From an optimization exercise on the open Yosys and OpenROAD flow, aimed at small area, a short achievable clock period and few clock cycles per item; shortcuts taken in it are not production practice. Only simulation tests tie the RTL to the original design; equivalence was not proved. Power figures rest on the tool's default switching activity, not on a simulated workload.

$ cat flow/design.v
package muldiv_pkg;
    typedef logic [31:0] operand_t;   
    typedef logic [63:0] result_t;    
endpackage
`timescale 1ns/1ps
module shift_add_multiplier #(
    parameter int SLOT_W = 3
) (
    input  logic                 clk,
    input  logic                 rst,
    input  logic                 start,
    input  muldiv_pkg::operand_t a,
    input  muldiv_pkg::operand_t b,
    input  logic [SLOT_W-1:0]    tag,
    output logic                 busy,
    output logic                 wr_en,     
    output logic                 wr_next,   
    output logic [SLOT_W-1:0]    wr_slot,
    output muldiv_pkg::result_t  wr_data
);
    logic        run;         
    logic        fin;         
    logic [1:0]  left;        
    logic [1:0]  nbytes;      
    logic [31:0] mcand;
    logic [31:0] mplier;      
    logic [32:0] hs, hc;      
    logic [7:0]  ls, lc;      
    logic        lci;         
    logic [31:0] lo;          
    logic        take;
    assign take = start && !busy && !rst;
    function automatic logic [2:0] nbytes_of(input logic [31:0] v);
        if (v[31:24] != 8'd0)      nbytes_of = 3'd4;
        else if (v[23:16] != 8'd0) nbytes_of = 3'd3;
        else if (v[15:8]  != 8'd0) nbytes_of = 3'd2;
        else if (v[7:0]   != 8'd0) nbytes_of = 3'd1;
        else                       nbytes_of = 3'd0;
    endfunction
    logic [2:0] na, nb, nmin;
    logic       swap;
    assign na   = nbytes_of(a);
    assign nb   = nbytes_of(b);
    assign swap = na < nb;
    assign nmin = swap ? na : nb;
    logic [2:0] nm1w;
    logic [1:0] nm1;
    assign nm1w = nmin - 3'd1;
    assign nm1  = (nmin == 3'd0) ? 2'd0 : nm1w[1:0];
    localparam int W = 41;
    logic [W-1:0] r [10];
    always_comb begin
        r[0] = {{(W-33){1'b0}}, hs};
        r[1] = {{(W-33){1'b0}}, hc};
        for (int i = 0; i < 8; i++) r[2+i] = mplier[i] ? ({{(W-32){1'b0}}, mcand} << i) : '0;
    end
    function automatic logic [2*W-1:0] csa(input logic [W-1:0] x, input logic [W-1:0] y, input logic [W-1:0] z);
        logic [W-1:0] s, c;
        s = x ^ y ^ z;
        c = ((x & y) | (x & z) | (y & z)) << 1;
        csa = {s, c};
    endfunction
    logic [W-1:0] l1 [7];
    logic [W-1:0] l2 [5];
    logic [W-1:0] l3 [4];
    logic [W-1:0] l4 [3];
    logic [W-1:0] ts, tc;
    always_comb begin
        {l1[0], l1[1]} = csa(r[0], r[1], r[2]);
        {l1[2], l1[3]} = csa(r[3], r[4], r[5]);
        {l1[4], l1[5]} = csa(r[6], r[7], r[8]);
        l1[6] = r[9];
        {l2[0], l2[1]} = csa(l1[0], l1[1], l1[2]);
        {l2[2], l2[3]} = csa(l1[3], l1[4], l1[5]);
        l2[4] = l1[6];
        {l3[0], l3[1]} = csa(l2[0], l2[1], l2[2]);
        l3[2] = l2[3];
        l3[3] = l2[4];
        {l4[0], l4[1]} = csa(l3[0], l3[1], l3[2]);
        l4[2] = l3[3];
        {ts, tc} = csa(l4[0], l4[1], l4[2]);
    end
    logic [8:0]  lsum;
    logic [41:0] fsum;
    logic [71:0] full;
    assign lsum = {1'b0, ls} + {1'b0, lc} + {8'd0, lci};
    assign fsum = {1'b0, hs, ls} + {1'b0, hc, lc} + {41'd0, lci};
    assign full = {fsum[39:0], lo};
    always_ff @(posedge clk) begin
        if (rst) begin
            run <= 1'b0;
            fin <= 1'b0;
        end else if (take) begin
            run <= 1'b1;
        end else if (run) begin
            if (left == 2'd0) begin
                run <= 1'b0;
                fin <= 1'b1;
            end
        end else if (fin) begin
            fin <= 1'b0;
        end
    end
    always_ff @(posedge clk) begin
        if (take) begin
            mcand   <= swap ? b : a;
            mplier  <= swap ? a : b;
            nbytes  <= nm1;
            left    <= nm1;
            wr_slot <= tag;
            hs      <= '0;
            hc      <= '0;
            ls      <= '0;
            lc      <= '0;
            lci     <= 1'b0;
        end else begin
            mplier <= mplier >> 8;
            left   <= left - 2'd1;
            hs     <= ts[40:8];
            hc     <= tc[40:8];
            ls     <= ts[7:0];
            lc     <= tc[7:0];
            lci    <= lsum[8];
            lo     <= {lsum[7:0], lo[31:8]};
        end
    end
    assign busy    = run || fin;
    assign wr_en   = fin;
    assign wr_next = run && left == 2'd0;
    always_comb begin
        case (nbytes)
            2'd0:    wr_data = {24'd0, full[71:32]};
            2'd1:    wr_data = {16'd0, full[71:24]};
            2'd2:    wr_data = {8'd0, full[71:16]};
            default: wr_data = full[71:8];
        endcase
    end
endmodule
`timescale 1ns/1ps
module restoring_divider #(
    parameter int SLOT_W = 3
) (
    input  logic                 clk,
    input  logic                 rst,
    input  logic                 start,
    input  muldiv_pkg::operand_t dividend,
    input  muldiv_pkg::operand_t divisor,
    input  logic [SLOT_W-1:0]    tag,
    input  logic                 mul_wr_next,  
    output logic                 busy,
    output logic                 wr_en,     
    output logic [SLOT_W-1:0]    wr_slot,
    output muldiv_pkg::result_t  wr_data
);
    logic        twait;       
    logic        norm;        
    logic        run;         
    logic        pend;        
    logic        last;        
    logic [3:0]  left;        
    logic [3:0]  shift;       
    logic [31:0] rem;
    logic [31:0] dvsr;        
    logic [33:0] dvsr3;       
    logic [31:0] quo;
    logic        take;
    assign take = start && !busy && !rst;
    function automatic logic [5:0] bitlen(input logic [31:0] v);
        logic [5:0] n;
        n = 6'd0;
        for (int i = 0; i < 32; i++) if (v[i]) n = i + 1;
        bitlen = n;
    endfunction
    logic [5:0] lx, ly;
    logic [5:0] k;          
    logic       in_yzero;
    logic       in_triv;
    assign lx       = bitlen(dividend);
    assign ly       = bitlen(divisor);
    assign k        = lx - ly;
    assign in_yzero = (divisor == 32'd0);
    assign in_triv  = in_yzero || (dividend < divisor);
    logic [31:0] dvsr_n;
    assign dvsr_n = dvsr << {shift, 1'b0};
    function automatic logic [34:0] ks_sub(input logic [34:0] a, input logic [34:0] b);
        logic [34:0] p, g, pp, gg, c;
        p = a ^ ~b;
        g = a & ~b;
        pp = p;
        gg = g | p & {34'd0, 1'b1};   
        for (int d = 1; d < 35; d = d * 2) begin
            for (int i = 34; i >= d; i--) begin
                gg[i] = gg[i] | (pp[i] & gg[i-d]);
                pp[i] = pp[i] & pp[i-d];
            end
        end
        c = {gg[33:0], 1'b1};
        ks_sub = p ^ c;
    endfunction
    logic [34:0] t1, t2, t3;
    assign t1 = ks_sub({3'd0, rem}, {3'd0, dvsr});
    assign t2 = ks_sub({3'd0, rem}, {2'd0, dvsr, 1'b0});
    assign t3 = ks_sub({3'd0, rem}, {1'd0, dvsr3});
    logic [1:0]  digit;
    logic [31:0] rem_next;
    always_comb begin
        if (!t3[34]) begin
            digit = 2'd3;
            rem_next = t3[31:0];
        end else if (!t2[34]) begin
            digit = 2'd2;
            rem_next = t2[31:0];
        end else if (!t1[34]) begin
            digit = 2'd1;
            rem_next = t1[31:0];
        end else begin
            digit = 2'd0;
            rem_next = rem;
        end
    end
    logic stall;
    assign stall = mul_wr_next;
    always_ff @(posedge clk) begin
        if (rst) begin
            twait <= 1'b0;
            norm  <= 1'b0;
            run   <= 1'b0;
        end else if (take) begin
            twait <= in_triv && mul_wr_next;
            norm  <= !in_triv;
        end else if (twait) begin
            twait <= 1'b0;
        end else if (norm) begin
            norm <= 1'b0;
            run  <= 1'b1;
        end else if (run && last && !stall) begin
            run <= 1'b0;
        end
    end
    always_ff @(posedge clk) begin
        pend <= (take && in_triv && !mul_wr_next) || (!rst && twait) || (!rst && run && last && !stall);
    end
    always_ff @(posedge clk) begin
        if (take) begin
            rem     <= dividend;
            dvsr    <= divisor;
            shift   <= k[4:1];
            quo     <= in_yzero ? 32'hFFFF_FFFF : 32'd0;
            wr_slot <= tag;
        end else if (norm) begin
            dvsr  <= dvsr_n;
            dvsr3 <= {2'd0, dvsr_n} + {1'd0, dvsr_n, 1'b0};
            left  <= shift;
            last  <= (shift == 4'd0);
        end else if (run && !(last && stall)) begin
            rem   <= rem_next;
            quo   <= {quo[29:0], digit};
            dvsr  <= dvsr >> 2;
            dvsr3 <= dvsr3 >> 2;
            left  <= left - 4'd1;
            last  <= (left == 4'd1);
        end
    end
    assign busy    = twait || norm || run;
    assign wr_en   = pend;
    assign wr_data = {rem, quo};
endmodule
`timescale 1ns/1ps
module result_arbiter #(
    parameter int SLOT_W = 3
) (
    input  logic                mul_we,
    input  logic [SLOT_W-1:0]   mul_slot,
    input  muldiv_pkg::result_t mul_data,
    input  logic                div_we,
    input  logic [SLOT_W-1:0]   div_slot,
    input  muldiv_pkg::result_t div_data,
    output logic                bank_we,
    output logic [SLOT_W-1:0]   bank_slot,
    output muldiv_pkg::result_t bank_data
);
    assign bank_we   = mul_we || div_we;
    assign bank_slot = mul_we ? mul_slot : div_slot;
    assign bank_data = (mul_data & {64{mul_we}}) | (div_data & {64{!mul_we}});
endmodule
`timescale 1ns/1ps
module result_bank #(
    parameter int SLOT_W = 3
) (
    input  logic                clk,
    input  logic                we,
    input  logic [SLOT_W-1:0]   wr_slot,
    input  muldiv_pkg::result_t wr_data,
    input  logic                byp_en,     
    input  logic [SLOT_W-1:0]   byp_slot,
    input  muldiv_pkg::result_t byp_data,
    input  logic [SLOT_W-1:0]   rd_slot,
    output muldiv_pkg::result_t rd_data
);
    localparam int DEPTH = 2 ** SLOT_W;
    muldiv_pkg::result_t mem [DEPTH];
    always_ff @(posedge clk) begin
        if (we) begin
            mem[wr_slot] <= wr_data;
        end
    end
    logic byp_hit;
    assign byp_hit = byp_en && (byp_slot == rd_slot);
    always_comb begin
        rd_data = byp_data & {64{byp_hit}};
        for (int i = 0; i < DEPTH; i++) rd_data = rd_data | (mem[i] & {64{rd_slot == SLOT_W'(i) && !byp_hit}});
    end
endmodule
`timescale 1ns/1ps
module muldiv_unit #(
    parameter int SLOT_W = 3
) (
    input  logic                 clk,
    input  logic                 rst,
    input  logic                 mul_start,
    input  muldiv_pkg::operand_t mul_a,
    input  muldiv_pkg::operand_t mul_b,
    input  logic [SLOT_W-1:0]    mul_tag,
    output logic                 mul_busy,
    input  logic                 div_start,
    input  muldiv_pkg::operand_t div_dividend,
    input  muldiv_pkg::operand_t div_divisor,
    input  logic [SLOT_W-1:0]    div_tag,
    output logic                 div_busy,
    input  logic [SLOT_W-1:0]    rd_slot,
    output muldiv_pkg::result_t  rd_data
);
    logic                mul_we;
    logic                mul_wr_next;
    logic [SLOT_W-1:0]   mul_slot;
    muldiv_pkg::result_t mul_data;
    logic                div_we;
    logic [SLOT_W-1:0]   div_slot;
    muldiv_pkg::result_t div_data;
    logic                bank_we;
    logic [SLOT_W-1:0]   bank_slot;
    muldiv_pkg::result_t bank_data;
    shift_add_multiplier #(.SLOT_W(SLOT_W)) i_mul (
        .clk(clk), .rst(rst), .start(mul_start), .a(mul_a), .b(mul_b), .tag(mul_tag),
        .busy(mul_busy), .wr_en(mul_we), .wr_next(mul_wr_next), .wr_slot(mul_slot), .wr_data(mul_data)
    );
    restoring_divider #(.SLOT_W(SLOT_W)) i_div (
        .clk(clk), .rst(rst), .start(div_start), .dividend(div_dividend),
        .divisor(div_divisor), .tag(div_tag), .mul_wr_next(mul_wr_next), .busy(div_busy),
        .wr_en(div_we), .wr_slot(div_slot), .wr_data(div_data)
    );
    result_arbiter #(.SLOT_W(SLOT_W)) i_arb (
        .mul_we(mul_we), .mul_slot(mul_slot), .mul_data(mul_data),
        .div_we(div_we), .div_slot(div_slot), .div_data(div_data),
        .bank_we(bank_we), .bank_slot(bank_slot), .bank_data(bank_data)
    );
    result_bank #(.SLOT_W(SLOT_W)) i_bank (
        .clk(clk), .we(bank_we), .wr_slot(bank_slot), .wr_data(bank_data),
        .byp_en(div_we), .byp_slot(div_slot), .byp_data(div_data),
        .rd_slot(rd_slot), .rd_data(rd_data)
    );
endmodule
$ cat flow/constraint.sdc
create_clock -name core_clock -period 5.0 [get_ports {clk}]
set_input_delay 1.0000 -clock core_clock [delete_from_list [all_inputs] [get_ports {clk}]]
set_output_delay 1.0000 -clock core_clock [all_outputs]
set_load 0.01 [all_outputs]
$ cat flow/run.sh
#!/bin/bash
# synth_recipe.tcl (not shown) runs the flow's synth.tcl, then flattens the netlist and writes it again
# the make line also repeats each setting of config.mk as NAME=value (left out here)
make -C /OpenROAD-flow-scripts/flow DESIGN_CONFIG=/design/flow/config.mk WORK_HOME=/design/flow/orfs CLKGATE_MAP_FILE= SYNTH_SCRIPT=/design/flow/synth_recipe.tcl finish
$ cat flow/config.mk
export PLATFORM = sky130hd
export DESIGN_NAME = muldiv_unit
export DESIGN_NICKNAME = muldiv_unit
export VERILOG_FILES = /design/flow/design.v
export SDC_FILE = /design/flow/constraint.sdc
export NUM_CORES = 4
export LEC_CHECK = 0
export CAP_MARGIN = 20
export CORE_MARGIN = 2
export CORE_UTILIZATION = 40
export PLACE_DENSITY = 0.6
export SETUP_SLACK_MARGIN = 0.9
export SLEW_MARGIN = 20
==> results of run 1 <==
[kinds of logic (layout without fill, tap and decap cells)]
group,after synthesis,after routing,synth area share
mux,185,185,0.0386
compound gates,1133,1133,0.152
flops,830,830,0.465
simple gates,1300,1300,0.123
other cells,0,3,0
fa+ha+maj,475,475,0.153
buf+inv,597,1007,0.0442
xor+xnor,143,143,0.0245
[power breakdown]
group | switching, mW | internal (mW)
Sequential | 0.609 | 8.69
Clock | 3.02 | 3.99
Combinational | 7.45 | 5.30
[worst reg2reg max path, cell delays in order, from the launching register on]
cell and delay [ns]:
edfxtp_1 0.47, buf_12 0.20, clkbuf_16 0.17, mux2i_1 0.19, nand2_1 0.08, o21ai_1 0.15, o21ai_1 0.17, and2_1 0.25
ha_1 0.38, o21a_1 0.15, o2111ai_1 0.11, nand2_1 0.15, nand2_1 0.09, nor3_2 0.29, a21oi_4 0.13, o31ai_4 0.31
a211oi_2 0.10, o21bai_1 0.21, xor2_1 0.20, a21oi_1 0.10
[synth_stat cells, types with 15 or more instances]
cell type  count
edfxtp_1     715
nand2_1      434
inv_1        378
a21oi_1      270
fa_1         250
nor2_1       248
ha_1         225
and2_1       222
o21ai_0      210
clkbuf_1     177
mux2i_1      124
dfxtp_1      115
nand3_1      105
a22oi_1      102
xnor2_1       94
nor3_1        88
a21o_1        71
a221oi_1      60
mux2_2        57
o21a_1        57
a222oi_1      55
xor2_1        49
nor2b_1       44
nand2b_1      35
o211ai_1      35
a211oi_1      30
a31oi_1       30
nor4_1        28
buf_1         27
and3_1        24
o22ai_1       22
a22o_1        21
o21bai_1      20
nand4_1       16
o221ai_1      15
or3_1         15
[final timing paths]
| path | slack (ns) | from | depth (start not counted) | to |
|---|---|---|---|---|
| worst max register to register | 0.83 | i_div.shift[1]$_DFFE_PP_ | 19 | i_div.dvsr3[31]$_DFFE_PP_ |
| worst min-delay path | 0.41 | i_mul.lo[18]$_DFFE_PN_ | 0 | i_mul.lo[10]$_DFFE_PN_ |
| worst max-delay path | 0.77 | i_div.wr_slot[0]$_DFFE_PP_ | 11 | rd_data[63] |
| worst min register to register | 0.41 | i_mul.lo[18]$_DFFE_PN_ | 0 | i_mul.lo[10]$_DFFE_PN_ |
[layout make-up]
class | instances | share of cell area
inverter | 381 | 0.0235
multi-input combinational | 3236 | 0.429
antenna | 3 | 0.000123
timing repair buffer | 453 | 0.0709
clock buffer | 120 | 0.0422
sequential | 830 | 0.390
clock inverter | 53 | 0.00982
tap | 1662 | 0.0341
[stage by stage]
stage | std cells | cell area (sq um) | total power, mW | hold slack (ns)
after floorplan | 4663 | 51100 | 17.6 | 0.401
after global placement | 6453 | 55800 | 21.5 | 0.414
after detailed placement | 6453 | 55800 | 21.7 | 0.415
after CTS | 6658 | 59600 | 28.8 | 0.409
after global routing | 6735 | 60900 | 31.0 | 0.419
final | 6738 | 60900 | 29.1 | 0.407
[flip-flops by register name, summed over array words and instances, names as in the netlist, 2 cells and up]
| register | count |
|---|---|
| i_mul.ls | 8 |
| i_mul.lc | 3 |
| i_div.left | 4 |
| i_div.quo | 32 |
| i_mul.mcand | 32 |
| i_bank.mem | 512 |
| i_mul.hs | 31 |
| i_div.wr_slot | 3 |
| i_mul.lo | 24 |
| i_mul.hc | 32 |
| i_div.shift | 4 |
| i_div.dvsr | 32 |
| i_mul.mplier | 32 |
| i_div.rem | 32 |
| i_mul.left | 2 |
| i_mul.nbytes | 2 |
| i_mul.wr_slot | 3 |
| i_div.dvsr3 | 34 |
[routing by layer]
layer	global-route usage	vias up
met1	0.348	19300
met3	0.0439	231
met5	0	-
met4	0.0550	8
li1	-	17700
met2	0.383	1711
[repair_timing]
item | in CTS | in global routing
pin swaps | 23 | 89
endpoints found under the setup margin | 150 | 234
cloned | 3 | 8
buffers inserted | 29 | 69
resized for setup | 147 | 254
==> run summary, run 1 <==
In the layout the commonest cells are 715 x edfxtp_1, 432 x nand2_1, 375 x inv_1, 252 x a21oi_1, 250 x fa_1. Static timing analysis puts the maximum clock frequency at 237 MHz. In the finished design, the share of the clock period the worst path needs comes to 0.845. The synthesized net count is 5279. Once layout is complete, the utilization of the core stands at 0.479. The number of buffers and inverters on the critical path is 5.

The category of the worst setup path launch point is a flop. The initial utilization of the core area, before any placement, comes to 0.402. The final total negative setup slack came out at 0 ns.

The leakage power came out at between 20 and 25 nW. The total grt overflow is 0. The floorplan has 131 rows. The pin slew with the least headroom to its limit came out at 1.06 ns. The number of flops mapped to enable cells by yosys came out at 715.

The setup-violating endpoint count in the final report is 0. At the end of the flow, the number of nets in the layout was 5612. The core region area came out at 127000 sq um. STA classifies the critical path endpoint as an output port. The multi-input gate area in the final layout is 26100 sq um. The vias per cell came out at 5.78. On the worst path, the slowest cell contributes a delay of 0.53 ns.

The register cell area after layout came out at between 20000 and 25000 sq um. The clock drives 830 sinks. The critical path is of the flop to output port type. Setup repair after global routing could not meet its margin everywhere. Headroom to the max-slew limit came out at 0.294. The placer's final routability congestion estimate is 0.913. The y dimension of the die came out at ~360 microns.

Data on the critical path is required at its endpoint by 4.00 ns. Pin placement for this block handled 207 I/O pins. The total routing usage reported by global routing is 0.243.

From synthesis to final layout, the design area changed by 19.2%. The total half-perimeter wirelength after legalization and detailed placement came out at 117000 microns. In this run the worst path has a maximum fanout of 7. The die area came out at 131000 sq um. The via count of the first global-routing pass was 37400.

In this run the clock root is driven by a clkbuf_16. The slowest stage of the critical path belongs to the cell edfxtp_1. In the final routed layout, each cell accounts on average for approximately 24 microns.

The library cell used most frequently in the layout, excluding fill and tap cells, is edfxtp_1. The number of slew-limit violations in the final report is 0. The gate family responsible for the most delay along the worst path is buffers and inverters. The slack of the critical path is about 0.77 ns. The max-cap check violation count is 0. Counting flops with an async set or reset pin after synthesis yields a share of 0. The initial antenna violation count came to 7. The worst clock skew on the final layout is between 0.08 and 0.09 ns.

The pin count of the biggest net entering global routing came out at 150. The longest clock path from root to sink contains 3 buffers. The routed via count is 39000. The number of violations reported at the end of detailed-routing iteration 0 came out at 4722. The share of the synthesized area in the top cell type came out at 0.420. Clock-pin slew was measured on the worst setup and hold paths at 0.06 ns. The worst-skew pair later-pin latency came out at 0.74 ns.

The class of the worst hold path is flop to flop. TritonCTS built the clock tree. The hold buffer count at cts is 0.

The length of routed met2 wiring is 74300 microns. The data arrival time of the critical path came out at 3.23 ns. Sorting the synthesized cells by area gives the leading types as edfxtp_1 42%, fa_1 9.8%, ha_1 5.5%. The wire length after detailed routing is 164000 microns. The flip-flop cell with the highest count after synthesis is edfxtp_1. The number of synthesized register bits came out at 830. In the routed design, unresolved DRC markers number 0.

The fraction of final layout cells sized beyond drive strength 1 came out at 0.137. For this run, the number of Yosys warnings is 8. The H-tree was split into 3 levels.

The total met3 wirelength after detailed routing is 14400 microns. TritonCTS created between 90 and 100 clock buffers. The power density normalized to cell area is 477 nW/um^2. In the final routing, the length of wire on met1 measures 71400 microns.

The flow ran to the end and the layout has no timing, DRC or antenna violations. The post-placement setup slack is 0.257 ns. The number of hold violations in the final report is 0. The register area share after synthesis is 0.465. The cell type with the highest aggregate area in the netlist is edfxtp_1. The die is 361 microns wide. The filler cells instantiated in the layout total 11500. After technology mapping, the gate count stands at 4663.

The worst-case IR drop observed on VDD is 0.315 mV. The cell occurring most often along the worst timing path is buf_6. The highest layer used for signal routing is met5. The post-detailed-route count of antenna-violating nets is 0.

The number of iterations in the first detailed-routing pass came out at 8. The average footprint of a synthesized cell came out at 11.0 sq um. The first-pass GRT wire length came out at around 240000 microns. The quantity of I/O buffers inserted on ports came out at 206. The final critical-path required period is ~4.2 ns. The number of library cell types mapped by synthesis came out at 90. The signal on the critical path passes through xnor2_2, nand4_1, nand2_4, buf_12, nor3_4, buf_6, buf_16, buf_6, a222oi_1, nand3_1, buf_2. The post-synthesis instance area came out at 51100 sq um.
Testbench counts, summed over its fixed seeds: cycles 11,126, ops 3,200.
==> run 2, diff against run 1 <==
--- a/flow/config.mk
+++ b/flow/config.mk
@@ -10,4 +10,3 @@
 export CORE_UTILIZATION = 40
 export PLACE_DENSITY = 0.6
-export SETUP_SLACK_MARGIN = 0.9
 export SLEW_MARGIN = 20
==> run 2 against run 1 <==
Compared with the run above:
- worst hold slack better by 0.015 ns
- register-to-register slack worse by 0.38 ns
- synthesized cell count stayed put
- core utilization is 1.6 points lower
- critical path type is now input port to output port
- maximum frequency is 12% lower
- largest cell class unchanged
==> run summary, run 2 <==
The min-delay analysis places its worst path in the category flop to flop. The via count of the first global-routing pass came to 37200 (-0.70%). The hold buffer count at cts came out at 0 (unchanged). The most common cell in the netlist is edfxtp_1. The peak ir drop on the vdd network is 0.294 mV (-6.5%). The placer's final routability congestion estimate is 0.921 (+0.89%). The total of warnings raised by yosys came out at 8 (unchanged). The largest registers in the layout are i_bank.mem (512), i_div.dvsr3 (34). The worst-case hold slack came out at 0.422 ns (+0.0152 ns). The critical path endpoint category is an output port. The total routing usage reported by global routing is 0.240 (-0.00334). The first-pass GRT wire length came out at 237000 microns (-1.9%).

The share of the synthesized area in the top cell type is 0.420 (unchanged). The wire length after detailed routing came out at 159000 microns (-3.1%). The final critical-path required period came out at 4.82 ns (+0.589 ns). The global routing's busiest layer is met2. The number of flops mapped to enable cells by yosys came out at 715 (unchanged). The vias per cell came out at 5.72 (-1.1%). The average footprint of a synthesized cell is 11.0 sq um (unchanged). The CTS sink count came out at 830 (unchanged). The kind of critical path is input port to output port. The synthesized net count is 5279 (unchanged). The number of hold violations in the final report is 0 (unchanged). The power share of the combinational group is 0.434 (-0.005). The share of total power in the clock network came out at 0.239 (-0.002).

The post-detailed-route count of antenna-violating nets came out at 0 (unchanged). The clock-pin slew on the worst setup and hold paths is 0.06 ns (about the same). The number of flip-flops under the largest register name came out at 512 (unchanged). The fraction of final layout cells sized beyond drive strength 1 came out at 0.0814 (-0.0554). The total power is 28.6 mW (-1.7%).

The worst clock skew on the final layout was 0.0762 ns (-0.00413 ns). The sequential fraction of design power was 0.327 (+0.007). The total grt overflow came out at 0 (unchanged). The fraction of power spent switching nets is 0.379 (-0.00251).

The total half-perimeter wirelength after legalization and detailed placement came out at 117000 microns (+0.16%). The effective utilization at floorplan is 0.402 (unchanged). The pin count of the biggest net entering global routing is 150 (unchanged). The DRC violation count after routing came out at 0 (unchanged). The timing-limited maximum frequency came out at 208 MHz (-12%). The standard-cell row count came to 131 (unchanged). The number of placed I/O pins came out at 207 (unchanged). Setup repair after global routing left no endpoint under its margin. The setup-violating endpoint count in the final report is 0 (unchanged). The net switching power figure came out at 10.8 mW (-2.3%). The most used flip-flop cell after synthesis is edfxtp_1. The worst-skew pair later-pin latency came to 0.71 ns (-0.03 ns). The width of the die is 361 microns (unchanged).

The number of cells upsized or downsized after cts is 0 (-100%). The post-detailed-route wirelength per cell came out at 24.0 microns (-1.5%). The core region area is 127000 sq um (unchanged). The required time at the worst-slack endpoint was 4.00 ns (about the same).

The maximum net fanout on the critical path came out at 13 (+6). The number of H-tree levels is 3 (unchanged). The instance count of the mapped netlist is 4663 (unchanged). The initial antenna violation count is 13 (+6).

The max-cap check violation count came out at 0 (unchanged). The leakage power is 22.7 nW (-4.3%). The worst setup path is launched from an input port. The cell type with the highest aggregate area in the netlist is edfxtp_1. The CTS root buffer is clkbuf_16. The number of library cell types mapped by synthesis came to 90 (unchanged). The die area was 131000 sq um (unchanged). The number of synthesized register bits came out at 830 (unchanged). The maximum root-to-sink buffer count is 3 (unchanged). The library cells used most frequently in the layout, excluding fill and tap cells, are 715 x edfxtp_1, 434 x nand2_1, 376 x inv_1, 270 x a21oi_1, 250 x fa_1. The number of slew-limit violations in the final report is 0 (unchanged).

The register with the most flip-flops in the final layout is i_bank.mem. The async set-reset flop share out of synthesis came out at 0 (unchanged). The net count of the finished layout is 5505 (-1.9%). The power density normalized to cell area came out at 485 nW/um^2 (+1.7%). By count the netlist is led by 715 x edfxtp_1, 434 x nand2_1, 378 x inv_1. The TritonCTS buffer count came to 91 (-3.2%). By area the synthesized netlist is led by edfxtp_1 42%, fa_1 9.8%, ha_1 5.5%. The data arrival time of the critical path came out at 3.82 ns (+0.59 ns). The slack of the critical path is 0.184 ns (-0.589 ns). The met3 routing resource usage after global routing came out at 0.0624 (+0.0185).

The post-route core utilization came out at 0.463 (-0.0157). The pin slew with the least headroom to its limit came out at 1.02 ns (-0.0403 ns). The met1 track demand over resource in global routing came out at 0.330 (-0.0174).

The routed via count came out at 37900 (-2.7%). The relative slew slack came out at 0.323 (+0.0285). The y dimension of the die came to 361 microns (unchanged). The internal power of the cells came out at 17.8 mW (-1.3%). The final total negative setup slack came out at 0 ns (unchanged). The post-placement setup slack came to 0.244 ns (-0.0132 ns). The quantity of I/O buffers inserted on ports came out at 206 (unchanged).

The post-synthesis instance area came out at 51100 sq um (unchanged). The number of iterations in the first detailed-routing pass came to 8 (unchanged). The most common cell after layout, fill and taps aside is edfxtp_1. The number of violations reported at the end of detailed-routing iteration 0 came to 3878 (-18%). The run finished with no timing, DRC or antenna violations. The global-route met2 utilization is 0.367 (-0.0160). The post-route fraction of the period consumed by the critical path came out at 0.963 (+0.118). The register area share after synthesis is 0.465 (unchanged). The post-CTS setup buffer count is 0 (-100%). TritonCTS built the clock tree. The synthesis-to-finish area growth came out at 15.3%.
## run 2: final cells by class
| type | count | area (sq um) |
|---|---|---|
| tap | 1662 | 2080 |
| timing repair buffer | 349 | 3380 |
| clock inverter | 52 | 596 |
| fill | 11600 | 68300 |
| sequential | 830 | 23800 |
| inverter | 381 | 1430 |
| clock buffer | 116 | 2440 |
| multi-input combinational | 3236 | 25200 |
| antenna | 3 | 7.51 |
## run 2: cell families (layout without fill, tap and decap cells)
kind of cell	Yosys count	count (layout)	share of synthesized area
flops	830	830	0.465
compound gates	1133	1133	0.152
other cells	0	3	0
xor+xnor	143	143	0.0245
buf+inv	597	898	0.0442
fa+ha+maj	475	475	0.153
mux	185	185	0.0386
simple gates	1300	1300	0.123
## run 2: metrics by stage
stage	cell area, sq um	instances
after detailed placement	55900	6458
after global placement	55900	6458
after CTS	58900	6626
after global routing	58900	6626
final	58900	6629
after floorplan	51100	4663
## run 2: final timing paths
kind / end / cells past startpoint / start / slack [ns]
worst min register to register: i_mul.mplier[22]$_DFF_P_ / 2 / i_mul.mplier[30]$_SDFF_PN0_ / 0.42
worst min-delay path: i_mul.mplier[22]$_DFF_P_ / 2 / i_mul.mplier[30]$_SDFF_PN0_ / 0.42
worst max-delay path: rd_data[48] / 8 / rd_slot[2] / 0.18
worst max register to register: i_div.dvsr3[31]$_DFFE_PP_ / 18 / i_div.shift[0]$_DFFE_PP_ / 0.45
## run 2: routing by layer
metal	vias to the layer above	wire length, microns
met5	-	84
met4	16	4920
met3	224	14200
met2	1451	70400
met1	18800	69500
li1	17400	-
## run 2: power by group through the flow
stage	Combinational, mW	Sequential (mW)	Clock (mW)
2_1_floorplan	8.51	9.13	0
3_3_place_gp	12.1	9.47	0
3_5_place_dp	12.3	9.49	0
4_1_cts	12.4	9.34	6.91
5_1_grt	13.9	9.42	7.17
6_report	12.4	9.36	6.82
## run 2: critical path, cell delays in order
cell             delay, ns
clkdlybuf4s50_1       0.52
buf_4                 0.25
nor2b_1               0.73
a22o_1                0.22
and3_1                0.16
a221oi_1              0.06
nand3_1               0.27
clkdlybuf4s50_1       0.60
==> run 3, diff against run 2 <==
--- a/flow/design.v
+++ b/flow/design.v
@@ -150,4 +150,5 @@
     output logic                 busy,
     output logic                 wr_en,     
+    output logic [2**SLOT_W-1:0] wr_sel,    
     output logic [SLOT_W-1:0]    wr_slot,
     output muldiv_pkg::result_t  wr_data
@@ -238,6 +239,11 @@
         end
     end
+    logic              pend_next;
+    logic [SLOT_W-1:0] slot_next;
+    assign pend_next = (take && in_triv && !mul_wr_next) || (!rst && twait) || (!rst && run && last && !stall);
+    assign slot_next = take ? tag : wr_slot;
     always_ff @(posedge clk) begin
-        pend <= (take && in_triv && !mul_wr_next) || (!rst && twait) || (!rst && run && last && !stall);
+        pend <= pend_next;
+        for (int i = 0; i < 2**SLOT_W; i++) wr_sel[i] <= pend_next && (slot_next == SLOT_W'(i));
     end
     always_ff @(posedge clk) begin
@@ -292,6 +298,5 @@
     input  logic [SLOT_W-1:0]   wr_slot,
     input  muldiv_pkg::result_t wr_data,
-    input  logic                byp_en,     
-    input  logic [SLOT_W-1:0]   byp_slot,
+    input  logic [2**SLOT_W-1:0] byp_sel,   
     input  muldiv_pkg::result_t byp_data,
     input  logic [SLOT_W-1:0]   rd_slot,
@@ -305,9 +310,9 @@
         end
     end
-    logic byp_hit;
-    assign byp_hit = byp_en && (byp_slot == rd_slot);
+    logic [DEPTH-1:0] dec;
     always_comb begin
-        rd_data = byp_data & {64{byp_hit}};
-        for (int i = 0; i < DEPTH; i++) rd_data = rd_data | (mem[i] & {64{rd_slot == SLOT_W'(i) && !byp_hit}});
+        for (int i = 0; i < DEPTH; i++) dec[i] = (rd_slot == SLOT_W'(i));
+        rd_data = byp_data & {64{|(dec & byp_sel)}};
+        for (int i = 0; i < DEPTH; i++) rd_data = rd_data | (mem[i] & {64{dec[i] && !byp_sel[i]}});
     end
 endmodule
@@ -336,4 +341,5 @@
     muldiv_pkg::result_t mul_data;
     logic                div_we;
+    logic [2**SLOT_W-1:0] div_sel;
     logic [SLOT_W-1:0]   div_slot;
     muldiv_pkg::result_t div_data;
@@ -348,5 +354,5 @@
         .clk(clk), .rst(rst), .start(div_start), .dividend(div_dividend),
         .divisor(div_divisor), .tag(div_tag), .mul_wr_next(mul_wr_next), .busy(div_busy),
-        .wr_en(div_we), .wr_slot(div_slot), .wr_data(div_data)
+        .wr_en(div_we), .wr_sel(div_sel), .wr_slot(div_slot), .wr_data(div_data)
     );
     result_arbiter #(.SLOT_W(SLOT_W)) i_arb (
@@ -357,5 +363,5 @@
     result_bank #(.SLOT_W(SLOT_W)) i_bank (
         .clk(clk), .we(bank_we), .wr_slot(bank_slot), .wr_data(bank_data),
-        .byp_en(div_we), .byp_slot(div_slot), .byp_data(div_data),
+        .byp_sel(div_sel), .byp_data(div_data),
         .rd_slot(rd_slot), .rd_data(rd_data)
     );
--- a/flow/config.mk
+++ b/flow/config.mk
@@ -10,3 +10,4 @@
 export CORE_UTILIZATION = 40
 export PLACE_DENSITY = 0.6
+export SETUP_SLACK_MARGIN = 0.9
 export SLEW_MARGIN = 20
==> run 3 against run 2 <==
Compared with the run above:
- still clean on timing, DRC and antenna
- critical path type unchanged
- critical path depth is 3 higher
- register-to-register slack better by 0.47 ns
- non-clock buffer count is 49 higher
- highest routed layer unchanged
==> run summary, run 3 <==
The post-route fraction of the period consumed by the critical path is 0.819 (-0.145). The first-pass GRT wire length is 244000 microns (+3.3%). The post-placement setup slack is 0.114 ns (-0.130 ns). The timing-limited maximum frequency came to 244 MHz (+18%). The net switching power figure is 10.1 mW (-6.9%). The number of slew-limit violations in the final report is 0 (unchanged). The number of violations reported at the end of detailed-routing iteration 0 came out at 4356 (+12%).

The share of the synthesized area in the top cell type came to 0.415 (-0.00536). The die area came out at 132000 sq um (+0.86%). The post-detailed-route wirelength per cell is 24.5 microns (+2.3%). The startpoint of the lowest-slack hold path is i_mul.mplier[15]$_DFF_P_.

The synthesis-to-finish area growth came out at 18.0%. The clock-pin slew on the worst setup and hold paths came out at 0.06 ns (about the same). The number of hold violations in the final report came out at 0 (unchanged). The share of total power in the clock network came out at 0.253 (+0.014). The leakage power is 23.6 nW (+3.7%). The CTS sink count came out at 838 (+0.96%).

Among the stages of the critical path, the cell type that occurs most often is buf_4. The total buffers and inverters traversed by the critical path came out at 8 (+5). The width of the die is 363 microns (+0.43%). The internal power of the cells came to 17.3 mW (-2.8%). The number of placed I/O pins is 207 (unchanged). The delay of the slowest cell on the worst path came out at 0.35 ns (-0.38 ns). The total of warnings raised by yosys is 8 (unchanged).

The library cell used most frequently in the layout, excluding fill and tap cells, is edfxtp_1. The maximum root-to-sink buffer count is 3 (unchanged). In this design, the largest share of critical-path delay is due to buffers and inverters.

In the final layout, the registers with the most flip-flops are i_bank.mem (512), i_div.dvsr3 (34). The placer's final routability congestion estimate came out at 0.933 (+1.3%). The relative slew slack came out at 0.239 (-0.0842). The critical path is of the input port to output port type.

The vias per cell came out at 5.82 (+1.7%). The final critical-path required period is 4.09 ns (-0.723 ns). The sequential fraction of design power was 0.334 (+0.007). The path class of the tightest hold or removal check is flop to flop. The startpoint identified for the worst register-to-register timing path is i_mul.lc[6]$_SDFF_PP0_. The core region area is 128000 sq um (+0.39%). The pin slew with the least headroom to its limit came out at 1.14 ns (+0.126 ns). TritonCTS built the clock tree. The number of standard cells in the final layout excluding fillers was 6723 (+1.4%). The slack of the critical path is 0.907 ns (+0.723 ns). Yosys attributes the largest share of cell area to edfxtp_1 41%, fa_1 9.7%, ha_1 5.5%.

The initial antenna violation count is 13 (unchanged). The quantity of I/O buffers inserted on ports is 206 (unchanged). The maximum net fanout on the critical path is 13 (unchanged). Ranked by flip-flop count, first place goes to i_bank.mem. Traced cell by cell, the critical path runs through buf_4, buf_8, clkinvlp_4, buf_4, nor4_4, buf_4, buf_4, bufbuf_16, a22oi_1, nand4_1, buf_2. The net count of the finished layout came to 5600 (+1.7%). The run finished with no timing, DRC or antenna violations.

The fraction of final layout cells sized beyond drive strength 1 was 0.115 (+0.0340). The number of H-tree levels is 3 (unchanged). The y dimension of the die is 363 microns (+0.43%). edfxtp_1 takes more of the synthesized area than any other cell. The pin count of the biggest net entering global routing came to 96 (-36%). The final total negative setup slack is 0 ns (unchanged). The instance count of the mapped netlist came to 4691 (+0.60%).

In the layout the commonest cells are 712 x edfxtp_1, 465 x nand2_1, 381 x inv_1, 249 x fa_1, 236 x nor2_1. The wire length after detailed routing was 165000 microns (+3.7%). The total half-perimeter wirelength after legalization and detailed placement came out at 117000 microns (+0.27%).

The number of flip-flops under the largest register name came out at 512 (unchanged). The post-synthesis instance area is 51500 sq um (+0.87%). The setup-violating endpoint count in the final report came out at 0 (unchanged). Setup repair after global routing could not meet its margin everywhere. The register area share after synthesis was 0.464 (-0.00147). The data arrival time of the critical path came to 3.09 ns (-0.73 ns). The worst setup path is captured at an output port. The power density normalized to cell area came out at 450 nW/um^2 (-7.3%).

The worst clock skew on the final layout is 0.0712 ns (-0.00500 ns). In the post-synthesis netlist, the cell with the most instances is edfxtp_1. The average footprint of a synthesized cell is 11.0 sq um (+0.26%). The category of the worst setup path launch point is an input port. CTS placed an instance of clkbuf_16 at the clock tree root. The total placed cells including tap cells is 6482 (+0.37%).

The routed via count was 39100 (+3.2%). The required time at the worst-slack endpoint was 4.00 ns (about the same). In the synthesized netlist, the cells that appear most often are 712 x edfxtp_1, 470 x nand2_1, 390 x inv_1. The total grt overflow came out at 0 (unchanged). The number of fillers in the final layout was 11600 (-0.13%). In this run the worst setup path begins at rd_slot[1].

The power share of the combinational group is 0.413 (-0.021). The via count of the first global-routing pass came to 37900 (+1.9%). The DRC violation count after routing is 0 (unchanged). The async set-reset flop share out of synthesis came to 0 (unchanged). The synthesized net count was 5307 (+0.53%). The TritonCTS buffer count came to 94 (+3.3%). In the synthesized netlist the dominant register cell turns out to be edfxtp_1. The max-cap check violation count was 0 (unchanged).

The number of library cell types mapped by synthesis came out at 110 (+22%). The worst-skew pair later-pin latency was 0.71 ns (about the same). The number of iterations in the first detailed-routing pass came out at 6 (-2).

The peak ir drop on the vdd network is 0.297 mV (+1.0%). The post-detailed-route count of antenna-violating nets came out at 0 (unchanged). The number of synthesized register bits came out at 838 (+0.96%).

The fraction of power spent switching nets came out at 0.368 (-0.0101). The effective utilization at floorplan is 0.404 (+0.00192). On the critical path, the stage with the largest delay is an instance of nand4_1.

The standard-cell row count came out at 131 (unchanged). The number of flops mapped to enable cells by yosys is 712 (-0.42%). The total routing usage reported by global routing came out at 0.245 (+0.00555).
==> run 3: layout make-up <==
| type | count | area [sq um] | area share |
|---|---|---|---|
| inverters | 394 | 1480 | 0.0244 |
| clock buffers | 123 | 2580 | 0.0424 |
| diodes | 1 | 2.50 | 0.0000411 |
| flip-flops and latches | 838 | 23900 | 0.393 |
| clock inverters | 49 | 538 | 0.00885 |
| repair buffers | 398 | 4070 | 0.0668 |
| well taps | 1662 | 2080 | 0.0342 |
| multi-input cells | 3258 | 26200 | 0.430 |
==> run 3: worst min-delay path: cells and delay by family, from the launching register on <==
kind	cells	cell delay, ns
and+or+nand+nor	1	0.04
DFF	1	0.31
AOI/OAI and AO/OA	1	0.05
==> run 3: layer usage <==
layer / global-route usage / wire, microns / up-vias / part of all wire
met1: 0.360 / 73600 / 19400 / 0.45
met4: 0.0611 / 4110 / 14 / 0.025
met2: 0.374 / 72700 / 1792 / 0.44
met3: 0.0425 / 14600 / 234 / 0.088
li1: - / - / 17700 / -
met5: 0 / 98 / - / 0.00059
==> run 3: power groups by stage <==
stage | combinational, mW | sequential (mW) | clock [mW]
2_1_floorplan | 7.49 | 9.02 | 0
3_3_place_gp | 10.7 | 9.27 | 0
3_5_place_dp | 10.8 | 9.28 | 0
4_1_cts | 11.0 | 9.13 | 7.01
5_1_grt | 12.6 | 9.19 | 7.29
6_report | 11.3 | 9.13 | 6.93
==> run 3: what timing repair did <==
action	CTS	global route
resized for setup	147	126
endpoints found under the setup margin	187	235
buffers inserted	29	27
pin swaps	14	39
hold buffers	0	0
gates cloned	9	3
==> run 3: cells by family (layout without fill, tap and decap cells) <==
family,Yosys count,after routing,share of synthesized area
adder cells (fa/ha/maj),475,475,0.152
multiplexers,165,165,0.0342
XOR/XNOR,141,141,0.0240
flip-flops,838,838,0.464
other,0,1,0
AND/OR/NAND/NOR,1278,1278,0.120
buffers and inverters,597,964,0.0454
AO/OA/AOI/OAI,1197,1199,0.160
==> run 3: through the flow <==
stage                util  hold slack [ns]  power [mW]  cell area, sq um
global route        0.476            0.452        29.1             60800
floorplan               -            0.401        16.5             51500
detailed placement  0.440            0.422        20.1             56200
CTS                 0.470            0.437        27.2             60000
global placement    0.440            0.415        20.0             56200
finish              0.476            0.431        27.4             60800
==> run 3: worst paths after layout <==
check | depth (start not counted) | to | slack (ns)
max | 11 | rd_data[51] | 0.91
min | 2 | i_mul.mplier[7]$_DFF_P_ | 0.43
max reg2reg | 10 | i_bank.mem[7][20]$_DFFE_PP_ | 0.92
min reg2reg | 2 | i_mul.mplier[7]$_DFF_P_ | 0.43
Testbench counts of run 3, summed over its fixed seeds: cycles 11,126, ops 3,200.
==> run 4, diff against run 3 <==
--- a/flow/config.mk
+++ b/flow/config.mk
@@ -10,4 +10,4 @@
 export CORE_UTILIZATION = 40
 export PLACE_DENSITY = 0.6
-export SETUP_SLACK_MARGIN = 0.9
+export SETUP_SLACK_MARGIN = 1.3
 export SLEW_MARGIN = 20
==> run 4 against run 3 <==
Compared with the run above:
- flip-flop and latch count unchanged
- final cell count increased by 2.5%
- sequential share of layout area fell by 1.7 points
- sequential power about the same
- first-iteration DRC count up 8.5%
==> run summary, run 4 <==
The required time at the worst-slack endpoint came to 5.43 ns (+1.43 ns). The worst-case hold slack is 0.426 ns (-0.00547 ns). The synthesis-to-finish area growth is 23.3%.

The first-pass GRT wire length is 252000 microns (+3.1%). The average footprint of a synthesized cell came to 11.0 sq um (unchanged). The slack of the worst reg-to-reg path came to 0.96 ns (+0.04 ns). Sorting the synthesized cells by how often they occur yields 712 x edfxtp_1, 470 x nand2_1, 390 x inv_1. The library cells used most frequently in the layout, excluding fill and tap cells, are 712 x edfxtp_1, 448 x nand2_1, 376 x inv_1, 257 x buf_4, 246 x fa_1. CTS placed an instance of clkbuf_16 at the clock tree root. The endpoint identified for the worst register-to-register timing path is i_div.dvsr3[30]$_DFFE_PP_.

The timing-limited maximum frequency is 248 MHz (+1.4%). The category of the worst setup path launch point is a flop. The number of violations reported at the end of detailed-routing iteration 0 came out at 4728 (+8.5%). The y dimension of the die is 363 microns (unchanged).

The number of hold violations in the final report came out at 0 (unchanged). By area the synthesized netlist is led by edfxtp_1 41%, fa_1 9.7%, ha_1 5.5%. The share of the synthesized area in the top cell type is 0.415 (unchanged). The initial antenna violation count is 14 (+1). The die area is 132000 sq um (unchanged). The total of warnings raised by yosys is 8 (unchanged). The worst setup path is of the flop to flop kind. The depth of the most critical reg-to-reg path came out at 18 (+8). The startpoint of the lowest-slack hold path is i_mul.mplier[15]$_DFF_P_. The peak ir drop on the vdd network came to 0.309 mV (+4.0%). The total grt overflow came to 0 (unchanged). The instance count of the mapped netlist came to 4691 (unchanged). The post-detailed-route count of antenna-violating nets is 0 (unchanged). The number of placed I/O pins is 207 (unchanged). In this run the critical register-to-register path is launched from i_div.shift[1]$_DFFE_PP_. The vias per cell came out at 5.87 (+0.83%).

The TritonCTS buffer count came out at 93 (-1.1%). The final total negative setup slack came to 0 ns (unchanged). The most common cell in the synthesized netlist is edfxtp_1. The pin count of the biggest net entering global routing came to 103 (+7.3%).

The register with the most flip-flops in the final layout is i_bank.mem. The DRC violation count after routing is 0 (unchanged). The total placed cells including tap cells came to 6493 (+0.17%).

The fraction of final layout cells sized beyond drive strength 1 is 0.185 (+0.0700). The width of the die came out at 363 microns (unchanged). The synthesized net count is 5307 (unchanged).

The total power is 28.3 mW (+3.4%). Broken down by cell family, the worst path's largest delay share belongs to compound AO/OA/AOI/OAI gates. The final critical-path required period is 4.04 ns (-0.0571 ns). The number of iterations in the first detailed-routing pass is 7 (+1). Setup repair after global routing could not meet its margin everywhere.

The net count of the finished layout came out at 5759 (+2.8%). The most common cell after layout, fill and taps aside is edfxtp_1. The worst clock skew on the final layout is 0.0726 ns (+0.00139 ns). The leakage power is 24.8 nW (+4.9%). The placer's final routability congestion estimate came to 0.937 (+0.40%). The delay of the slowest cell on the worst path was 0.53 ns (+0.18 ns).

The pin slew with the least headroom to its limit came to 1.04 ns (-0.0992 ns). The flip-flop cell with the highest count after synthesis is edfxtp_1. For hold timing, the worst endpoint is i_mul.mplier[7]$_DFF_P_.

The number of synthesized register bits was 838 (unchanged). The number of slew-limit violations in the final report is 0 (unchanged). The number of library cell types mapped by synthesis came to 110 (unchanged). The hold buffer count at cts is 0 (unchanged).

The post-synthesis instance area was 51500 sq um (unchanged). The max-cap check violation count came to 0 (unchanged). The number of flip-flops under the largest register name is 512 (unchanged).

On the critical path, the stage with the largest delay is an instance of or4_4. The total routing usage reported by global routing is 0.253 (+0.00795). The number of standard cells in the final layout excluding fillers is 6889 (+2.5%). The post-detailed-route wirelength per cell is 24.9 microns (+1.5%).

The standard-cell row count was 131 (unchanged). The synthesized design spends more area on one cell type than any other, namely edfxtp_1. The number of fillers in the final layout came out at 11300 (-3.1%).

The clock-pin slew on the worst setup and hold paths was 0.06 ns (about the same). The core region area is 128000 sq um (unchanged). The via count of the first global-routing pass came to 38800 (+2.4%). The number of H-tree levels is 3 (unchanged). The worst-skew pair later-pin latency came out at 0.71 ns (about the same).

The maximum root-to-sink buffer count came to 3 (unchanged). The register area share after synthesis came out at 0.464 (unchanged). The number of cells traversed by the worst hold path came to 2 (unchanged). The effective utilization at floorplan is 0.404 (unchanged). The total buffers and inverters traversed by the critical path is 4 (-4). The async set-reset flop share out of synthesis is 0 (unchanged). The largest registers in the layout are i_bank.mem (512), i_div.dvsr3 (34). The number of flops mapped to enable cells by yosys is 712 (unchanged). STA classifies the critical path endpoint as a flop. The critical path goes through buf_6, buf_8, buf_16, a211oi_4, a21oi_4, nand2_2, o21ai_4, and2_4, ha_4, or4_4, a211o_1, and3_4, a211oi_2, buf_4, a21oi_4, o41ai_4, xnor2_1, mux2_4.

The routed via count came out at 40400 (+3.3%). The worst hold path belongs to the class flop to flop. The data arrival time of the critical path came to 4.47 ns (+1.38 ns).

The flow ran to the end and the layout has no timing, DRC or antenna violations. Counting stages on the worst path, the most repeated cell is a21oi_4. The setup-violating endpoint count in the final report is 0 (unchanged). The post-route fraction of the period consumed by the critical path came to 0.807 (-0.0114). The wire length after detailed routing is 172000 microns (+4.0%). The quantity of I/O buffers inserted on ports came to 206 (unchanged).

The power density normalized to cell area is 445 nW/um^2 (-1.1%). The CTS sink count came out at 838 (unchanged). The relative slew slack is 0.300 (+0.0619). The total half-perimeter wirelength after legalization and detailed placement came out at 118000 microns (+0.66%). TritonCTS built the clock tree. The maximum net fanout on the critical path came out at 5 (-8).
run 4: cell counts after synthesis:
No cell type changed its count.
run 4: where the power goes:
group / switching, mW / leakage, nW / internal (mW)
Sequential: 0.524 / 7.55 / 8.60
Clock: 3.02 / 1.52 / 4.08
Combinational: 6.94 / 15.7 / 5.10
run 4: through the flow:
| stage | worst slack (ns) | cell area (sq um) | util |
|---|---|---|---|
| after floorplan | 0.945 | 51700 | - |
| after global placement | 0.254 | 56400 | 0.442 |
| after detailed placement | 0.265 | 56400 | 0.442 |
| after CTS | 1.06 | 61700 | 0.483 |
| after global routing | 0.864 | 63500 | 0.497 |
| final | 0.964 | 63500 | 0.498 |
run 4: worst max path at each step:
| stage | slack (ns) | start | to | depth (start not counted) |
|---|---|---|---|---|
| floorplan | 0.94 | i_mul.fin$_SDFFE_PP0P_ | i_bank.mem[0][0]$_DFFE_PP_ | 4 |
| global placement | 0.25 | rd_slot[0] | rd_data[32] | 7 |
| detailed placement | 0.27 | rd_slot[0] | rd_data[32] | 7 |
| CTS | 1.06 | i_div.shift[1]$_DFFE_PP_ | i_div.dvsr3[30]$_DFFE_PP_ | 18 |
| global route | 0.86 | i_div.shift[0]$_DFFE_PP_ | i_div.dvsr3[31]$_DFFE_PP_ | 18 |
| finish | 0.96 | i_div.shift[1]$_DFFE_PP_ | i_div.dvsr3[30]$_DFFE_PP_ | 18 |
run 4: worst register-to-register path: cells and delay by family, from the launching register on:
kind / cells / cell delay, ns
xor gates and xnor gates: 1 / 0.11
DFF: 1 / 0.38
muxes: 1 / 0.26
and+or+nand+nor: 4 / 1.01
adders and majority gates: 1 / 0.17
buffers and inverters: 4 / 0.61
AOI/OAI and AO/OA: 7 / 1.28
run 4: layout make-up:
| type | count | area (sq um) | share of cell area |
|---|---|---|---|
| sequential | 838 | 23900 | 0.376 |
| antenna | 6 | 15.0 | 0.000236 |
| inverter | 394 | 1490 | 0.0234 |
| timing repair buffer | 560 | 5670 | 0.0892 |
| tap | 1662 | 2080 | 0.0327 |
| clock inverter | 59 | 728 | 0.0115 |
| multi-input combinational | 3256 | 27200 | 0.428 |
| clock buffer | 114 | 2470 | 0.0388 |
run 4: per-layer routing:
metal	global-route usage	part of all wire	up-vias
met4	0.0663	0.028	12
met1	0.366	0.43	20200
met3	0.0447	0.095	265
li1	-	-	18000
met5	0	0.00048	-
met2	0.391	0.44	1955
run 4: kinds of logic (layout without fill, tap and decap cells):
| kind of cell | after synthesis | after routing | share of synthesized area |
|---|---|---|---|
| flip-flops | 838 | 838 | 0.464 |
| XOR/XNOR | 141 | 141 | 0.0240 |
| AO/OA/AOI/OAI | 1197 | 1197 | 0.160 |
| multiplexers | 165 | 165 | 0.0342 |
| adder cells (fa/ha/maj) | 475 | 475 | 0.152 |
| AND/OR/NAND/NOR | 1278 | 1278 | 0.120 |
| buffers and inverters | 597 | 1127 | 0.0454 |
| other | 0 | 6 | 0 |
run 4: what timing repair did:
item                       4_1_cts  5_1_grt
pin swaps                       91      105
setup buffers                   84      109
resized for setup              442      233
setup endpoints to repair      464      441
cloned                          18        6
==> run 5, diff against run 4 <==
--- a/flow/config.mk
+++ b/flow/config.mk
@@ -10,4 +10,4 @@
 export CORE_UTILIZATION = 40
 export PLACE_DENSITY = 0.6
-export SETUP_SLACK_MARGIN = 1.3
+export SETUP_SLACK_MARGIN = 0.7
 export SLEW_MARGIN = 20
==> run 5 against run 4 <==
Compared with the run above:
- worst hold slack gained 0.0014 ns
- first-iteration DRC count shrank 5.0%
- critical path depth shrank 1
- worst setup slack lost 0.29 ns
- largest cell class unchanged
- core utilization shrank 2.8 points
- global-route usage shrank 0.82 points
- synthesized cell count is the same
- clock skew shrank 0.011 ns
- count of clock-buffer cells in the layout grew 1
- non-clock buffer count shrank 195
- register-to-register slack lost 0.29 ns
- clock power shrank 4.8%
==> run summary, run 5 <==
The run finished with no timing, DRC or antenna violations. The total half-perimeter wirelength after legalization and detailed placement came out at 117000 microns (-0.53%). The maximum net fanout on the critical path is 25 (+20). The launch point of the worst path is i_div.shift[1]$_DFFE_PP_. In the synthesized netlist, the cells that appear most often are 712 x edfxtp_1, 470 x nand2_1, 390 x inv_1. The total buffers and inverters traversed by the critical path came out at 2 (-2). The most numerous cell type found on the critical path is a21oi_1. The die area came out at 132000 sq um (unchanged). Setup repair after global routing could not meet its margin everywhere. Among all stages on the critical path, the largest delay is contributed by xor2_1. The clock-pin slew on the worst setup and hold paths came out at 0.06 ns (about the same). Of all cell types, the one taking the most synthesized area is edfxtp_1. The data arrival time of the critical path came to 4.73 ns (+0.26 ns). The worst clock skew on the final layout came out at 0.0611 ns (-0.0115 ns).

The max-cap check violation count came out at 0 (unchanged). The placer's final routability congestion estimate came to 0.943 (+0.68%). The min-delay analysis places its worst path in the category flop to flop.

The number of flops mapped to enable cells by yosys is 712 (unchanged). The depth of the most critical reg-to-reg path is 17 (-1). The core region area came out at 128000 sq um (unchanged).

The DRC violation count after routing is 0 (unchanged). The delay of the slowest cell on the worst path came out at 0.46 ns (-0.07 ns). The initial antenna violation count came out at 13 (-1). The worst-case hold slack was 0.427 ns (+0.00143 ns). The async set-reset flop share out of synthesis was 0 (unchanged). For this run, the leading register cell type out of synthesis is edfxtp_1.

The share of the synthesized area in the top cell type came out at 0.415 (unchanged). The number of iterations in the first detailed-routing pass is 6 (-1). Broken down by cell family, the worst path's largest delay share belongs to compound AO/OA/AOI/OAI gates. The final critical-path required period was 4.32 ns (+0.285 ns). The power density normalized to cell area came out at 451 nW/um^2 (+1.4%). The post-synthesis instance area was 51500 sq um (unchanged). The number of flip-flops under the largest register name came out at 512 (unchanged).

The worst-skew pair later-pin latency was 0.72 ns (about the same). In the post-synthesis netlist, the cell with the most instances is edfxtp_1. The via count of the first global-routing pass came to 37800 (-2.7%). The number of violations reported at the end of detailed-routing iteration 0 came out at 4493 (-5.0%). The endpoint of the lowest-slack register-to-register path is i_div.dvsr3[17]$_DFFE_PP_. The total placed cells including tap cells came out at 6484 (-0.14%). The required time at the worst-slack endpoint is 5.41 ns (-0.02 ns). The number of slew-limit violations in the final report came out at 0 (unchanged). The post-route fraction of the period consumed by the critical path is 0.864 (+0.0570). The timing-limited maximum frequency is 231 MHz (-6.6%). The vias per cell is 5.84 (-0.49%). The wire length after detailed routing is 164000 microns (-4.6%). The worst register-to-register path begins at i_div.shift[1]$_DFFE_PP_. The most common cell after layout, fill and taps aside is edfxtp_1.

The post-detailed-route count of antenna-violating nets came out at 0 (unchanged). The width of the die is 363 microns (unchanged). The final total negative setup slack came out at 0 ns (unchanged). The maximum root-to-sink buffer count is 3 (unchanged). The worst setup path is launched from a flop. The synthesis-to-finish area growth came out at 16.4%.

The number of standard cells in the final layout excluding fillers is 6684 (-3.0%). The net count of the finished layout is 5561 (-3.4%). The number of library cell types mapped by synthesis was 110 (unchanged). Following the worst setup path forward leads to its endpoint at i_div.dvsr3[17]$_DFFE_PP_. The instance count of the mapped netlist came out at 4691 (unchanged). The TritonCTS buffer count came out at 90 (-3.2%). The CTS root buffer is clkbuf_16.

The post-detailed-route wirelength per cell came out at 24.5 microns (-1.6%). The first-pass GRT wire length came out at 244000 microns (-3.4%). The synthesized net count is 5307 (unchanged). The relative slew slack came out at 0.275 (-0.0254). The total routing usage reported by global routing came out at 0.245 (-0.00817). The CTS sink count came out at 838 (unchanged). The total of warnings raised by yosys is 8 (unchanged).

The peak ir drop on the vdd network came out at 0.318 mV (+2.7%). The setup-violating endpoint count in the final report came out at 0 (unchanged). The register area share after synthesis came to 0.464 (unchanged).

The number of H-tree levels came to 3 (unchanged). The quantity of I/O buffers inserted on ports came out at 206 (unchanged). The slack of the critical path came to 0.679 ns (-0.285 ns). The number of placed I/O pins came out at 207 (unchanged). The total cell area at the placement stage is 56200 sq um (-0.34%). The routed via count came out at 39000 (-3.4%). The leakage power is 23.3 nW (-5.9%). The pin count of the biggest net entering global routing is 141 (+37%).

The y dimension of the die came out at 363 microns (unchanged). The final design instance area without fill is 60000 sq um (-5.6%). The number of synthesized register bits was 838 (unchanged).

The number of fillers in the final layout came to 11700 (+3.4%). The number of logic stages on the critical path including buffering is 17 (-1). STA classifies the critical path endpoint as a flop.

The worst setup path is of the flop to flop kind. The post-placement setup slack is 0.142 ns (-0.123 ns). The CTS tree is done. The largest registers in the layout are i_bank.mem (512), i_div.dvsr3 (34).

The fraction of final layout cells sized beyond drive strength 1 is 0.0998 (-0.0856). The number of hold violations in the final report came out at 0 (unchanged). The signal on the critical path passes through buf_4, bufbuf_16, o211a_1, a21oi_1, mux2i_1, nor2_1, ha_1, o21a_1, o21ai_0, a21oi_1, a21o_1, nor2_1, o21ai_1, a21o_1, a21oi_1, xor2_1, mux2i_1. The standard-cell row count was 131 (unchanged). In the post-synthesis netlist, the biggest area contributors are edfxtp_1 41%, fa_1 9.7%, ha_1 5.5%. The hold buffer count at cts came to 0 (unchanged).

The effective utilization at floorplan came out at 0.404 (unchanged). The average footprint of a synthesized cell is 11.0 sq um (unchanged). Leaving out fill and tap cells, the most frequent cells in the layout are 712 x edfxtp_1, 469 x nand2_1, 385 x inv_1, 250 x fa_1.

The pin slew with the least headroom to its limit came out at 1.08 ns (+0.0418 ns). The register with the most flip-flops in the final layout is i_bank.mem. The slack of the worst reg-to-reg path came to 0.68 ns (-0.29 ns). The total grt overflow came to 0 (unchanged).
## run 5: cell counts after synthesis
Identical to the previous run, type by type.
## run 5: area by class of cell
class,instances,area [sq um],area share
clock buffer,115,2430,0.0405
multi-input combinational,3256,25800,0.430
tap,1662,2080,0.0347
inverter,394,1480,0.0247
sequential,838,23900,0.399
clock inverter,51,578,0.00964
timing repair buffer,365,3710,0.0620
antenna,3,7.51,0.000125
## run 5: worst min-delay path by stage
stage | start | endpoint | slack, ns | depth (start not counted)
after floorplan | i_mul.mplier[8]$_DFF_P_ | i_mul.mplier[0]$_DFF_P_ | 0.40 | 2
after global routing | i_mul.mplier[11]$_DFF_P_ | i_mul.mplier[3]$_DFF_P_ | 0.44 | 2
after global placement | i_mul.mplier[11]$_DFF_P_ | i_mul.mplier[3]$_DFF_P_ | 0.41 | 2
after CTS | i_mul.mplier[12]$_DFF_P_ | i_mul.mplier[4]$_DFF_P_ | 0.43 | 2
final | i_mul.mplier[23]$_DFF_P_ | i_mul.mplier[15]$_DFF_P_ | 0.43 | 2
after detailed placement | i_mul.mplier[12]$_DFF_P_ | i_mul.mplier[4]$_DFF_P_ | 0.42 | 2
## run 5: worst reg2reg max path, cell delays in order (launching register included)
cell and delay [ns]:
edfxtp_1 0.39, buf_4 0.17, bufbuf_16 0.32, o211a_1 0.23
a21oi_1 0.19, mux2i_1 0.20, nor2_1 0.22, ha_1 0.32
o21a_1 0.13, o21ai_0 0.30, a21oi_1 0.14, a21o_1 0.21
nor2_1 0.11, o21ai_1 0.12, a21o_1 0.21, a21oi_1 0.18
xor2_1 0.46, mux2i_1 0.15
## run 5: logic make-up (layout without fill, tap and decap cells)
kind of cell	Yosys count	in the layout	synth area share
AOI/OAI and AO/OA	1197	1197	0.160
xor gates and xnor gates	141	141	0.0240
adders and majority gates	475	475	0.152
buffers and inverters	597	925	0.0454
DFF	838	838	0.464
muxes	165	165	0.0342
other	0	3	0
and+or+nand+nor	1278	1278	0.120
## run 5: power breakdown
group | total (mW) | switching, mW | internal, mW | leakage (nW)
sequential | 9.15 | 0.549 | 8.60 | 7.55
clock | 6.77 | 2.96 | 3.80 | 1.45
combinational | 11.1 | 6.53 | 4.62 | 14.3
## run 5: what timing repair did
action | CTS | global route
setup endpoints to repair | 109 | 96
gates resized for setup | 67 | 66
pin swaps | 12 | 8
gates cloned | 6 | 1
endpoints found under the hold margin | 0 | 0
buffers inserted | 14 | 10
## run 5: metrics by stage
stage,util,power (mW)
6_report,0.470,27.1
5_1_grt,0.469,28.8
4_1_cts,0.467,27.0
3_5_place_dp,0.440,20.2
3_3_place_gp,0.440,20.0
2_1_floorplan,-,16.5
## run 5: per-layer routing
| metal | track usage | share of wire |
|---|---|---|
| met2 | 0.362 | 0.43 |
| met3 | 0.0527 | 0.095 |
| met5 | 0 | 0.00073 |
| met4 | 0.0768 | 0.032 |
| met1 | 0.357 | 0.44 |
==> run 6, diff against run 5 <==
--- a/flow/config.mk
+++ b/flow/config.mk
@@ -6,8 +6,9 @@
 export NUM_CORES = 4
 export LEC_CHECK = 0
+export ABC_AREA = 1
 export CAP_MARGIN = 20
 export CORE_MARGIN = 2
 export CORE_UTILIZATION = 40
 export PLACE_DENSITY = 0.6
-export SETUP_SLACK_MARGIN = 0.7
+export SETUP_SLACK_MARGIN = 0.9
 export SLEW_MARGIN = 20
==> run 6 against run 5 <==
Compared with the run above:
- still clean
- maximum frequency rose by 3.5%
- count of clock-buffer cells in the layout fell by 1
- clock power fell by 3.8%
- clock skew fell by 0.0080 ns
- routed wire length rose by 4.1%
- sequential power rose by 1%
==> run summary, run 6 <==
The vias per cell came to 5.47 (-6.3%). The via count of the first global-routing pass is 40100 (+6.2%). The share of the synthesized area in the top cell type is 0.413 (-0.00186). Setup repair after global routing could not meet its margin everywhere. The net count of the finished layout came out at 6482 (+17%). TritonCTS built the clock tree. The worst setup path is captured at an output port. The maximum root-to-sink buffer count is 3 (unchanged). The multi-input gate area in the final layout is 25000 sq um (-2.9%). The kind of critical path is input port to output port. The share of total power in the clock network came to 0.229 (-0.021). The pin count of the biggest net entering global routing came out at 89 (-37%).

The slack of the worst reg-to-reg path is 0.98 ns (+0.30 ns). The wire length after detailed routing came to 170000 microns (+4.1%). The post-detailed-route wirelength per cell is 22.2 microns (-9.3%). The final total negative setup slack is 0 ns (unchanged). The average footprint of a synthesized cell came out at 9.26 sq um (-16%).

The endpoint of the lowest-slack register-to-register path is i_div.dvsr3[30]$_DFFE_PP_. The number of iterations in the first detailed-routing pass is 6 (unchanged). The reg-to-reg critical path startpoint is i_div.shift[1]$_DFFE_PP_.

The mux share of post-synthesis cell area is 0.00135 (-0.0329). By area, the combinational part of the netlist is dominated by simple AND/OR/NAND/NOR gates. The power density normalized to cell area is 464 nW/um^2 (+2.9%). The clock-pin slew on the worst setup and hold paths came out at 0.06 ns (about the same). The post-route fraction of the period consumed by the critical path came out at 0.835 (-0.0296). The total cell area at the placement stage was 56700 sq um (+0.79%). The number of fillers in the final layout is 12100 (+3.4%). The flow ran to the end and the layout has no timing, DRC or antenna violations.

The y dimension of the die came out at 364 microns (+0.22%). The register area share after synthesis came out at 0.462 (-0.00207). The async set-reset flop share out of synthesis came out at 0 (unchanged).

The relative slew slack is 0.243 (-0.0325). The final design instance area without fill is 61200 sq um (+2.1%). The share of synthesized cell area in full adder, half adder and majority cells came to 0.151 (-0.000679).

Tracing the worst setup path back leads to its startpoint at rd_slot[0]. The power share of the combinational group is 0.445 (+0.033). The number of slew-limit violations in the final report is 0 (unchanged).

The placer's final routability congestion estimate is 0.966 (+2.4%). In the final layout, the registers with the most flip-flops are i_bank.mem (512), i_div.dvsr3 (34). The XOR/XNOR share of the synthesized area is 0.0242 (+0.000231). The routed via count is 41900 (+7.4%). The synthesized net count is 6204 (+17%).

The worst-skew pair later-pin latency is 0.74 ns (+0.02 ns). The signal on the critical path passes through buf_12, clkinv_4, buf_6, nor3_2, a32o_2, nor4_4, buf_12, buf_6, buf_6, nor2_4, a221oi_2, o21ai_1, a221oi_1, nand4_1, buf_2. The worst clock skew on the final layout is 0.0531 ns (-0.00800 ns).

The internal power of the cells came out at 17.0 mW (about the same). The number of library cell types mapped by synthesis came to 65 (-41%). The number of placed I/O pins is 207 (unchanged). The delay of the slowest cell on the worst path was 0.31 ns (-0.15 ns).
[run 6: cells by family after synthesis]
family                     after synthesis
AOI/OAI and AO/OA                     1051
DFF                                    838
muxes                                    7
buffers and inverters                 1068
and+or+nand+nor                       2006
adders and majority gates              475
xor gates and xnor gates               143
[run 6: worst min-delay path by stage]
stage / from / end / slack [ns] / cells after the start
5_1_grt: i_mul.lo[28]$_DFFE_PN_ / i_mul.lo[20]$_DFFE_PN_ / 0.44 / 0
3_5_place_dp: i_mul.mplier[11]$_DFF_P_ / i_mul.mplier[3]$_DFF_P_ / 0.42 / 2
4_1_cts: i_mul.lo[28]$_DFFE_PN_ / i_mul.lo[20]$_DFFE_PN_ / 0.43 / 0
2_1_floorplan: i_mul.mplier[8]$_DFF_P_ / i_mul.mplier[0]$_DFF_P_ / 0.41 / 2
6_report: i_mul.lo[28]$_DFFE_PN_ / i_mul.lo[20]$_DFFE_PN_ / 0.43 / 0
3_3_place_gp: i_mul.mplier[11]$_DFF_P_ / i_mul.mplier[3]$_DFF_P_ / 0.42 / 2
[run 6: through the flow]
stage	hold slack [ns]	setup slack, ns
after floorplan	0.406	0.708
after global placement	0.425	-0.0229
after detailed placement	0.420	-0.0243
after CTS	0.428	0.782
after global routing	0.444	0.714
final	0.427	0.827
[run 6: power groups by stage]
stage	clock network (mW)	registers (mW)	logic (mW)
floorplan	0	9.15	8.36
global placement	0	9.37	12.0
detailed placement	0	9.39	12.2
CTS	6.61	9.24	12.4
global route	6.89	9.30	14.2
finish	6.51	9.24	12.7
[run 6: layout make-up]
cell class / instances / area share
diodes: 2 / 0.0000818
clock buffers: 114 / 0.0388
clock inverters: 49 / 0.00761
inverters: 830 / 0.0513
multi-input cells: 3682 / 0.409
flip-flops and latches: 838 / 0.391
well taps: 1729 / 0.0354
repair buffers: 423 / 0.0676
[run 6: worst max-delay path, delay by kind of cell]
kind | cells | cell delay [ns]
buffers and inverters | 7 | 0.86
AO/OA/AOI/OAI | 4 | 0.70
AND/OR/NAND/NOR | 4 | 0.58
[run 6: layer usage]
layer,vias up,share of wire,track usage
li1,19400,-,-
met1,20600,0.46,0.380
met2,1705,0.42,0.374
met3,250,0.090,0.0462
met4,6,0.027,0.0648
met5,-,0.00025,0
[run 6: what timing repair did]
item | 4_1_cts | 5_1_grt
pin swaps | 61 | 78
endpoints found under the setup margin | 122 | 190
buffers inserted | 21 | 30
gates resized for setup | 320 | 188
hold buffers | 0 | 0
cloned | 7 | 5

Setup slack of run 6, layout unchanged: 0.827 ns with ideal ports, 0.704 ns with driving cells assumed (clock clkbuf_16, inputs buf_2), 0.319 ns with port delays also shifted by the 0.789 ns mid clock arrival.
